This design comes from an exercise in tuning for small area on the open sky130 flow, not from production work. In this exercise RTL edits were held to simulation tests only and were not proved equivalent to the original. Power is estimated from default activity; no workload was simulated.

### config.mk
export PLATFORM = sky130hd
export DESIGN_NAME = ahb_master
export DESIGN_NICKNAME = ahb_master
export VERILOG_FILES = /design/flow/design.v
export SDC_FILE = /design/flow/constraint.sdc
export NUM_CORES = 4
export LEC_CHECK = 0
export CAP_MARGIN = 20
export CORE_MARGIN = 2
export CORE_UTILIZATION = 40
export SLEW_MARGIN = 20
### constraint.sdc
create_clock -name core_clock -period 6.0 [get_ports {i_clk}]
set_input_delay 1.2000 -clock core_clock [delete_from_list [all_inputs] [get_ports {i_clk}]]
set_output_delay 1.2000 -clock core_clock [all_outputs]
set_load 0.01 [all_outputs]
### design.v
package ahb_master_pkg;
    localparam int ADDR_W     = 32;
    localparam int DATA_W     = 32;
    localparam int FIFO_DEPTH = 16;    
    localparam int CNT_W      = 5;
    localparam int BEAT_BYTES = 4;     
    typedef logic [ADDR_W-1:0] addr_t;
    typedef logic [DATA_W-1:0] data_t;
    typedef logic [3:0]        beat_cnt_t;
    typedef logic [CNT_W-1:0]  fifo_cnt_t;
    typedef enum logic [1:0] {
        BURST_SINGLE = 2'd0,
        BURST_INCR4  = 2'd1,
        BURST_INCR8  = 2'd2,
        BURST_INCR16 = 2'd3
    } burst_code_e;
    typedef enum logic [1:0] {
        HTRANS_IDLE   = 2'b00,
        HTRANS_BUSY   = 2'b01,
        HTRANS_NONSEQ = 2'b10,
        HTRANS_SEQ    = 2'b11
    } htrans_e;
    typedef logic [2:0] hburst_t;
    localparam hburst_t HBURST_SINGLE = 3'b000;
    localparam hburst_t HBURST_INCR4  = 3'b011;
    localparam hburst_t HBURST_INCR8  = 3'b101;
    localparam hburst_t HBURST_INCR16 = 3'b111;
    localparam logic [2:0] HSIZE_WORD = 3'b010;
    typedef struct packed {
        addr_t       addr;
        logic        write;     
        burst_code_e burst;
    } ahb_req_t;
    typedef struct packed {
        addr_t      haddr;
        htrans_e    htrans;
        hburst_t    hburst;
        logic [2:0] hsize;
        logic       hwrite;
        logic       hmastlock;
    } ahb_addr_phase_t;
endpackage
module ahb_req_regs (
    input  logic                    i_clk,
    input  logic                    i_reset_n,
    input  logic                    i_start,
    input  ahb_master_pkg::ahb_req_t i_req,
    input  logic                    i_beat_adv,
    output ahb_master_pkg::addr_t   o_addr,
    output logic                    o_write,
    output ahb_master_pkg::hburst_t o_hburst,
    output logic                    o_last_beat
);
    ahb_master_pkg::addr_t     addr_q;
    logic      write_q;
    ahb_master_pkg::hburst_t   hburst_q;
    ahb_master_pkg::beat_cnt_t beat_q;        
    ahb_master_pkg::beat_cnt_t last_q;        
    ahb_master_pkg::hburst_t   hburst_map;
    ahb_master_pkg::beat_cnt_t last_map;
    always_comb begin
        case (i_req.burst)
            ahb_master_pkg::BURST_INCR4: begin
                hburst_map = ahb_master_pkg::HBURST_INCR4;
                last_map   = ahb_master_pkg::beat_cnt_t'(3);
            end
            ahb_master_pkg::BURST_INCR8: begin
                hburst_map = ahb_master_pkg::HBURST_INCR8;
                last_map   = ahb_master_pkg::beat_cnt_t'(7);
            end
            ahb_master_pkg::BURST_INCR16: begin
                hburst_map = ahb_master_pkg::HBURST_INCR16;
                last_map   = ahb_master_pkg::beat_cnt_t'(ahb_master_pkg::FIFO_DEPTH - 1);
            end
            default: begin
                hburst_map = ahb_master_pkg::HBURST_SINGLE;
                last_map   = '0;
            end
        endcase
    end
    always_ff @(posedge i_clk or negedge i_reset_n) begin
        if (!i_reset_n) begin
            write_q  <= 1'b0;
            hburst_q <= ahb_master_pkg::HBURST_SINGLE;
            beat_q   <= '0;
            last_q   <= '0;
        end else if (i_start) begin
            write_q  <= i_req.write;
            hburst_q <= hburst_map;
            beat_q   <= '0;
            last_q   <= last_map;
        end else if (i_beat_adv) begin
            beat_q <= beat_q + ahb_master_pkg::beat_cnt_t'(1);
        end
    end
    always_ff @(posedge i_clk) begin
        if (i_start) begin
            addr_q <= i_req.addr;
        end else if (i_beat_adv) begin
            addr_q <= addr_q + ahb_master_pkg::addr_t'(ahb_master_pkg::BEAT_BYTES);
        end
    end
    assign o_addr      = addr_q;
    assign o_write     = write_q;
    assign o_hburst    = hburst_q;
    assign o_last_beat = (beat_q == last_q);
endmodule
module ahb_xfer_fsm (
    input  logic                      i_clk,
    input  logic                      i_reset_n,
    input  logic                      i_req_valid,
    input  logic                      i_write,
    input  logic                      i_last_beat,
    input  ahb_master_pkg::fifo_cnt_t i_wr_cnt,
    input  logic                      i_hready,
    input  logic                      i_hresp,
    output logic                      o_start,
    output logic                      o_beat_adv,
    output ahb_master_pkg::htrans_e   o_htrans,
    output logic                      o_hmastlock,
    output logic                      o_wr_pop,
    output logic                      o_rd_push,
    output logic                      o_busy,
    output logic                      o_err
);
    typedef enum logic [2:0] {
        ST_IDLE,
        ST_NONSEQ,
        ST_BUSY,
        ST_SEQ,
        ST_LAST       
    } xfer_state_e;
    xfer_state_e state_q, state_nxt;
    logic        busy_nxt;
    logic        dphase_q;      
    logic        addr_beat;     
    ahb_master_pkg::fifo_cnt_t   wr_need;
    logic        wr_ready;
    ahb_master_pkg::htrans_e     htrans_nxt;
    assign addr_beat  = (state_q == ST_NONSEQ) || (state_q == ST_SEQ);
    assign o_start    = i_req_valid && !o_busy;
    assign o_beat_adv = addr_beat && i_hready && !i_last_beat;
    assign o_wr_pop   = dphase_q && i_hready && i_write;
    assign o_rd_push  = dphase_q && i_hready && !i_write;
    assign wr_need  = ahb_master_pkg::fifo_cnt_t'(1) + ahb_master_pkg::fifo_cnt_t'(addr_beat) + ahb_master_pkg::fifo_cnt_t'(o_wr_pop);
    assign wr_ready = !i_write || (i_wr_cnt >= wr_need);
    always_comb begin
        state_nxt = state_q;
        busy_nxt  = o_busy;
        case (state_q)
            ST_IDLE: begin
                if (o_start) begin
                    busy_nxt = 1'b1;           
                end else if (o_busy && wr_ready) begin
                    state_nxt = ST_NONSEQ;
                end
            end
            ST_NONSEQ, ST_SEQ: begin
                if (i_hready) begin
                    if (i_last_beat) begin
                        state_nxt = ST_LAST;
                    end else if (wr_ready) begin
                        state_nxt = ST_SEQ;
                    end else begin
                        state_nxt = ST_BUSY;   
                    end
                end
            end
            ST_BUSY: begin
                if (i_hready && wr_ready) begin
                    state_nxt = ST_SEQ;
                end
            end
            default: begin
                if (i_hready) begin
                    state_nxt = ST_IDLE;
                    busy_nxt  = 1'b0;
                end
            end
        endcase
    end
    always_comb begin
        case (state_nxt)
            ST_NONSEQ: htrans_nxt = ahb_master_pkg::HTRANS_NONSEQ;
            ST_SEQ:    htrans_nxt = ahb_master_pkg::HTRANS_SEQ;
            ST_BUSY:   htrans_nxt = ahb_master_pkg::HTRANS_BUSY;
            default:   htrans_nxt = ahb_master_pkg::HTRANS_IDLE;
        endcase
    end
    always_ff @(posedge i_clk or negedge i_reset_n) begin
        if (!i_reset_n) begin
            state_q     <= ST_IDLE;
            dphase_q    <= 1'b0;
            o_htrans    <= ahb_master_pkg::HTRANS_IDLE;
            o_hmastlock <= 1'b0;
            o_busy      <= 1'b0;
            o_err       <= 1'b0;
        end else begin
            state_q     <= state_nxt;
            o_htrans    <= htrans_nxt;
            o_hmastlock <= (htrans_nxt != ahb_master_pkg::HTRANS_IDLE);   
            o_busy      <= busy_nxt;
            o_err       <= dphase_q && i_hready && i_hresp;
            if (i_hready) begin
                dphase_q <= addr_beat;
            end
        end
    end
endmodule
module ahb_data_fifo #(
    parameter int DEPTH = ahb_master_pkg::FIFO_DEPTH
) (
    input  logic                      i_clk,
    input  logic                      i_reset_n,
    input  logic                      i_push,
    input  ahb_master_pkg::data_t     i_data,
    input  logic                      i_pop,
    output ahb_master_pkg::data_t     o_data,
    output logic                      o_empty,
    output ahb_master_pkg::fifo_cnt_t o_count
);
    typedef logic [$clog2(DEPTH)-1:0] ptr_t;
    ahb_master_pkg::data_t     mem [DEPTH];
    ptr_t      wr_ptr;
    ptr_t      rd_ptr;
    ahb_master_pkg::fifo_cnt_t cnt_q;
    logic      do_push;
    logic      do_pop;
    function automatic ptr_t next_ptr(input ptr_t p);
        next_ptr = (p == ptr_t'(DEPTH - 1)) ? '0 : p + ptr_t'(1);
    endfunction
    assign do_push = i_push && (cnt_q < ahb_master_pkg::fifo_cnt_t'(DEPTH));
    assign do_pop  = i_pop && !o_empty;
    always_ff @(posedge i_clk or negedge i_reset_n) begin
        if (!i_reset_n) begin
            wr_ptr <= '0;
            rd_ptr <= '0;
            cnt_q  <= '0;
        end else begin
            if (do_push) begin
                wr_ptr <= next_ptr(wr_ptr);
            end
            if (do_pop) begin
                rd_ptr <= next_ptr(rd_ptr);
            end
            case ({do_push, do_pop})
                2'b10:   cnt_q <= cnt_q + ahb_master_pkg::fifo_cnt_t'(1);
                2'b01:   cnt_q <= cnt_q - ahb_master_pkg::fifo_cnt_t'(1);
                default: cnt_q <= cnt_q;
            endcase
        end
    end
    always_ff @(posedge i_clk) begin
        if (do_push) begin
            mem[wr_ptr] <= i_data;
        end
    end
    assign o_data  = mem[rd_ptr];     
    assign o_empty = (cnt_q == '0);
    assign o_count = cnt_q;
endmodule
module ahb_master (
    input  logic                            i_clk,
    input  logic                            i_reset_n,
    input  logic                            i_req_valid,
    input  ahb_master_pkg::ahb_req_t        i_req,
    input  logic                            i_wdata_valid,
    input  ahb_master_pkg::data_t           i_wdata,
    output logic                            o_rdata_valid,
    output ahb_master_pkg::data_t           o_rdata,
    output logic                            o_busy,
    output logic                            o_err,
    output ahb_master_pkg::ahb_addr_phase_t o_ahb,
    output ahb_master_pkg::data_t           o_hwdata,
    input  ahb_master_pkg::data_t           i_hrdata,
    input  logic                            i_hready,
    input  logic                            i_hresp
);
    logic      start;
    logic      beat_adv;
    ahb_master_pkg::addr_t     cur_addr;
    logic      req_write;
    ahb_master_pkg::hburst_t   req_hburst;
    logic      last_beat;
    ahb_master_pkg::htrans_e   htrans;
    logic      mastlock;
    logic      wr_pop;
    logic      rd_push;
    ahb_master_pkg::fifo_cnt_t wr_cnt;
    logic      rd_empty;
    ahb_req_regs u_req_regs (
        .i_clk       (i_clk),
        .i_reset_n   (i_reset_n),
        .i_start     (start),
        .i_req       (i_req),
        .i_beat_adv  (beat_adv),
        .o_addr      (cur_addr),
        .o_write     (req_write),
        .o_hburst    (req_hburst),
        .o_last_beat (last_beat)
    );
    ahb_xfer_fsm u_xfer_fsm (
        .i_clk       (i_clk),
        .i_reset_n   (i_reset_n),
        .i_req_valid (i_req_valid),
        .i_write     (req_write),
        .i_last_beat (last_beat),
        .i_wr_cnt    (wr_cnt),
        .i_hready    (i_hready),
        .i_hresp     (i_hresp),
        .o_start     (start),
        .o_beat_adv  (beat_adv),
        .o_htrans    (htrans),
        .o_hmastlock (mastlock),
        .o_wr_pop    (wr_pop),
        .o_rd_push   (rd_push),
        .o_busy      (o_busy),
        .o_err       (o_err)
    );
    ahb_data_fifo #(.DEPTH(ahb_master_pkg::FIFO_DEPTH)) u_wr_fifo (
        .i_clk     (i_clk),
        .i_reset_n (i_reset_n),
        .i_push    (i_wdata_valid),
        .i_data    (i_wdata),
        .i_pop     (wr_pop),
        .o_data    (o_hwdata),        
        .o_empty   (),
        .o_count   (wr_cnt)
    );
    ahb_data_fifo #(.DEPTH(ahb_master_pkg::FIFO_DEPTH)) u_rd_fifo (
        .i_clk     (i_clk),
        .i_reset_n (i_reset_n),
        .i_push    (rd_push),
        .i_data    (i_hrdata),
        .i_pop     (!rd_empty),
        .o_data    (o_rdata),
        .o_empty   (rd_empty),
        .o_count   ()
    );
    assign o_rdata_valid = !rd_empty;
    assign o_ahb.haddr     = cur_addr;
    assign o_ahb.htrans    = htrans;
    assign o_ahb.hburst    = req_hburst;
    assign o_ahb.hsize     = ahb_master_pkg::HSIZE_WORD;
    assign o_ahb.hwrite    = req_write;
    assign o_ahb.hmastlock = mastlock;
endmodule
### run.sh
#!/bin/bash
# synth_recipe.tcl (not shown) runs the flow's synth.tcl, then flattens the netlist and writes it again
# the make line also repeats each setting of config.mk as NAME=value (left out here)
make -C /OpenROAD-flow-scripts/flow DESIGN_CONFIG=/design/flow/config.mk WORK_HOME=/design/flow/orfs CLKGATE_MAP_FILE= SYNTH_SCRIPT=/design/flow/synth_recipe.tcl finish
==> summary.md <==
| Metric | Value |
|---|---|
| Fillers | around 8800 |
| Count of unique library cells instantiated by Yosys | slightly above 50 |
| Final hold vios | 0 |
| Critical R2R Launch | u_req_regs.write_q |
| Pwr dens | 465 mW/mm² |
| Final max-slew violation count | 0 |
| Antenna Violating Nets Remaining | 0 |
| First-pass GRT wire length | 145000 µm |
| Worst-path fanout max | 56 |
| Cts hold-fix bufs | 0 |
| CTS sink cnt | 1100 |
| Fin Setup TNS | 0 ns |
| Number of synthesized flops with an enable pin | 1056 |
| FF-to-FF End | u_wr_fifo.cnt_q[4] |
| CTS root buf | clkbuf_16 |
| Gr usage total | 17.5% |
| CP endpoint kind | output pin |
| Actual slew at the worst max-slew pin | 1.08 ns |
| Clock transition at the registers of the reported paths | roughly 0.070 ns |
| DRC | 0 |
| Hold EP | u_wr_fifo.cnt_q[4] |
| Synth Warn # | 3 |
| Share of cells above drive strength 1 | between 20 and 25% |
| Static Leakage | 16.2 nW |
| Final design area excluding fillers | 0.0508 mm² |
| Port buffer count | 210 |
| CP Data Required Time | 4.80 ns |
| Worst hold margin | 0.521 ns |
| Largest net degree at the start of global routing | 67 |
| Yosys top cell by area | edfxtp_1 |
| Cell with the most instances after synthesis | edfxtp_1 |
| Endpoints failing setup | 0 |
| Die W | 332 µm |
| Top cells by area, synth | edfxtp_1 (74%), mux4_2 (12%), dfrtp_1 (2.6%), mux2i_1 (2.2%), o21ai_0 (0.96%) |
| Dpl hpwl | 54600 µm |
| Placed cell areas | 0.0472 mm² |
| Clk_skew | 0.0600 ns |
| Grt total ovfl | 0 |
| Mean post-synth cell area | 20.1 µm² |
| CTS HTree Levels | 3 |
| Critical path type | reg2out |
| CTS max path bufs | 3 |
| Initial antenna violation count | 8 |
| Total wire length | about 97000 µm |
| Status | timing/DRC/antenna clean |
| ANT cells | 0 |
| RSZ-0062 raised after global routing | no |
| Later-pin clock latency in the skew report | 0.71 ns |
| Detailed Route Iter0 Violations | 1767 |
| Seq cells post-synth | 1100 |
| Flop2flop setup slack | 2.84 ns |
| Min-Delay Path Depth | 1 |
| DR vias/cell | ~5.5 |
| Critical path startpoint | u_rd_fifo.rd_ptr[1] |
| Final period util | 86.5% |
| R2R cell count | 11 |
| HP Start | u_wr_fifo.cnt_q[4] |
| HP Class | reg2reg |
| Post-CTS resize count | 0 |
| Seq/Total Area, Yosys | 76.1% |
| P&R area growth vs syn | 17.7% |
| Clock tree from TritonCTS | done |
| Die Height | 332 µm |
| FFs w/ async S/R, synth | 4.00% |
| Crit path launch type | flop |
| Number of buffers created by CTS | roughly 110 |
| Arr. time, crit path | 3.99 ns |
| Top cell type's share of synthesized area | 73.5% |
| Nets | 2545 |
| Finished Core Util | 47.4% |
| Via count | 21400 |
| Post-CTS Setup Repair Bufs | 0 |
| Worst vdd ir | 309 µV |
| Mapped cell area | 0.0431 mm² |
| Slew HR | roughly 28% |
| Row cnt | 120 |
| Pre-antenna DRT Iters | 5 |
| Vias in the first global route | 22500 |
| RePlAce Congestion | 0.754 |
| Die ar. | 0.110 mm² |
| Post-layout min period | 5.19 ns |
| I/O pins | 214 |
| Leading cell types by count after synthesis | edfxtp_1 (1056), mux4_2 (224), mux2i_1 (96), o21ai_0 (83), a21oi_1 (79) |
| Initial core utilization | 40.3% |
| Core footprint | between 0.1 and 0.15 mm² |
| Per-cell routed wire length | 25.0 µm |
| Achievable Freq | 0.193 GHz |
| MaxCap Viol Count | 0 |
| Synth Flop Type | edfxtp_1 |
| Cell count after synthesis | 2140 |
per-stage QoR:
step	power, mW	cells	setup slack [ns]
after global placement	17.1	3703	1.48
after global routing	24.7	3907	0.568
after floorplan	14.2	2141	0.555
final	23.6	3907	0.813
after CTS	23.9	3907	0.698
after detailed placement	17.2	3703	1.47
sequential cells by signal (all words and copies together) (netlist names), 3 cells and up:
signal              cells
u_wr_fifo.wr_ptr        4
u_wr_fifo.cnt_q         5
u_xfer_fsm.state_q      3
u_rd_fifo.wr_ptr        4
u_wr_fifo.rd_ptr        4
u_wr_fifo.mem         512
u_req_regs.beat_q       4
u_rd_fifo.rd_ptr        4
u_req_regs.addr_q      32
u_rd_fifo.mem         512
u_req_regs.last_q       3
u_rd_fifo.cnt_q         5
layout make-up:
cell class / count / area [µm²] / share of cell area, %
sequential: 1100 / 32800 / 64.7
multi-input combinational: 891 / 9870 / 19.4
clock buffer: 137 / 2880 / 5.67
timing repair buffer: 278 / 2660 / 5.24
tap: 1403 / 1760 / 3.46
clock inverter: 67 / 651 / 1.28
inverter: 31 / 116 / 0.229
kinds of logic (layout without fill, tap and decap cells):
family | Yosys count | count (layout) | synth area share, %
AOI/OAI and AO/OA | 273 | 273 | 3.91
xor gates and xnor gates | 45 | 45 | 0.914
adders and majority gates | 27 | 27 | 0.818
buffers and inverters | 150 | 513 | 1.50
DFF | 1100 | 1100 | 76.1
muxes | 328 | 328 | 14.1
other | 2 | 3 | 0.0174
and+or+nand+nor | 215 | 215 | 2.59
layout by cell type, fill, tap and decap left out, types with 3 or more instances in the layout:
cell type,instances
edfxtp_1,1056
mux4_2,224
clkdlybuf4s50_1,209
clkbuf_16,111
mux2i_1,96
o21ai_0,83
a21oi_1,79
nand2_1,67
buf_4,64
dfrtp_1,38
nor2b_1,36
a221oi_1,32
a22oi_1,32
a211oi_1,32
inv_1,30
xor2_1,26
clkbuf_1,26
ha_1,25
clkinv_1,24
nand3_1,21
clkinv_2,20
xnor2_1,19
nor2_4,17
nor2_1,14
nand4_1,11
nor3_2,10
mux2_2,8
bufinv_16,8
clkinvlp_4,7
and3_1,6
and2_1,5
dfrtp_4,5
nand2b_1,4
and2_2,4
nor4_2,4
buf_12,4
o22ai_1,3
conb_1,3
clkinv_16,3
how the worst max path moves through the flow:
stage	endpoint	slack, ns	cells past startpoint
floorplan	u_rd_fifo.mem[3][0]	0.55	5
global placement	u_rd_fifo.cnt_q[4]	1.48	11
detailed placement	u_rd_fifo.cnt_q[4]	1.47	11
CTS	o_rdata[18]	0.70	6
global route	o_rdata[5]	0.57	6
finish	o_rdata[5]	0.81	6
layer usage:
layer  GRT usage [%]  routed length, µm  vias to the layer above
met5               0                113                        -
met4            4.67               1850                       16
met3            3.62               5640                      148
met2            30.1              49100                      564
met1            22.8              40800                    11400
li1                -                  -                     9338
power breakdown:
part	switching, mW	leakage [nW]	total, mW	internal, mW
Clock	2.91	1.70	6.67	3.76
Combinational	3.53	4.44	7.06	3.53
Sequential	0.800	10.0	9.87	9.07
worst max-delay path: stages, from the launching register on:
cell,delay (ns)
dfrtp_4,1.00
nor2_4,0.32
buf_4,0.31
a221oi_1,0.36
a21oi_1,0.07
o21ai_0,0.50
clkdlybuf4s50_1,0.66

[what the ideal ports hide]
The results above use ideal ports. As a check the final layout listed here was re-extracted and re-timed, cells and wires unchanged.
Step 1, drivers: a clkbuf_16 drives i_clk and a buf_2 each remaining input, both assumed.
Step 2 adds t to the input delays and takes it off the output delays; t is the mean of the earliest and latest rising clock arrival at the registers after step 1. Input paths then give back, and output paths get back, about the clock's delay inside the block.
a / b / c = ideal ports / drivers / drivers and shift; a / b = the first two.
t (ns): 0.740
setup slack, ns: 0.813 / 0.751 / 1.444
worst setup path at the end: input to register
cell pins on the clock port's net: 1
After both steps setup and hold are still met in this run. For this run, drivers alone change the setup slack by -0.062 ns; drivers and shift together by +0.631 ns.
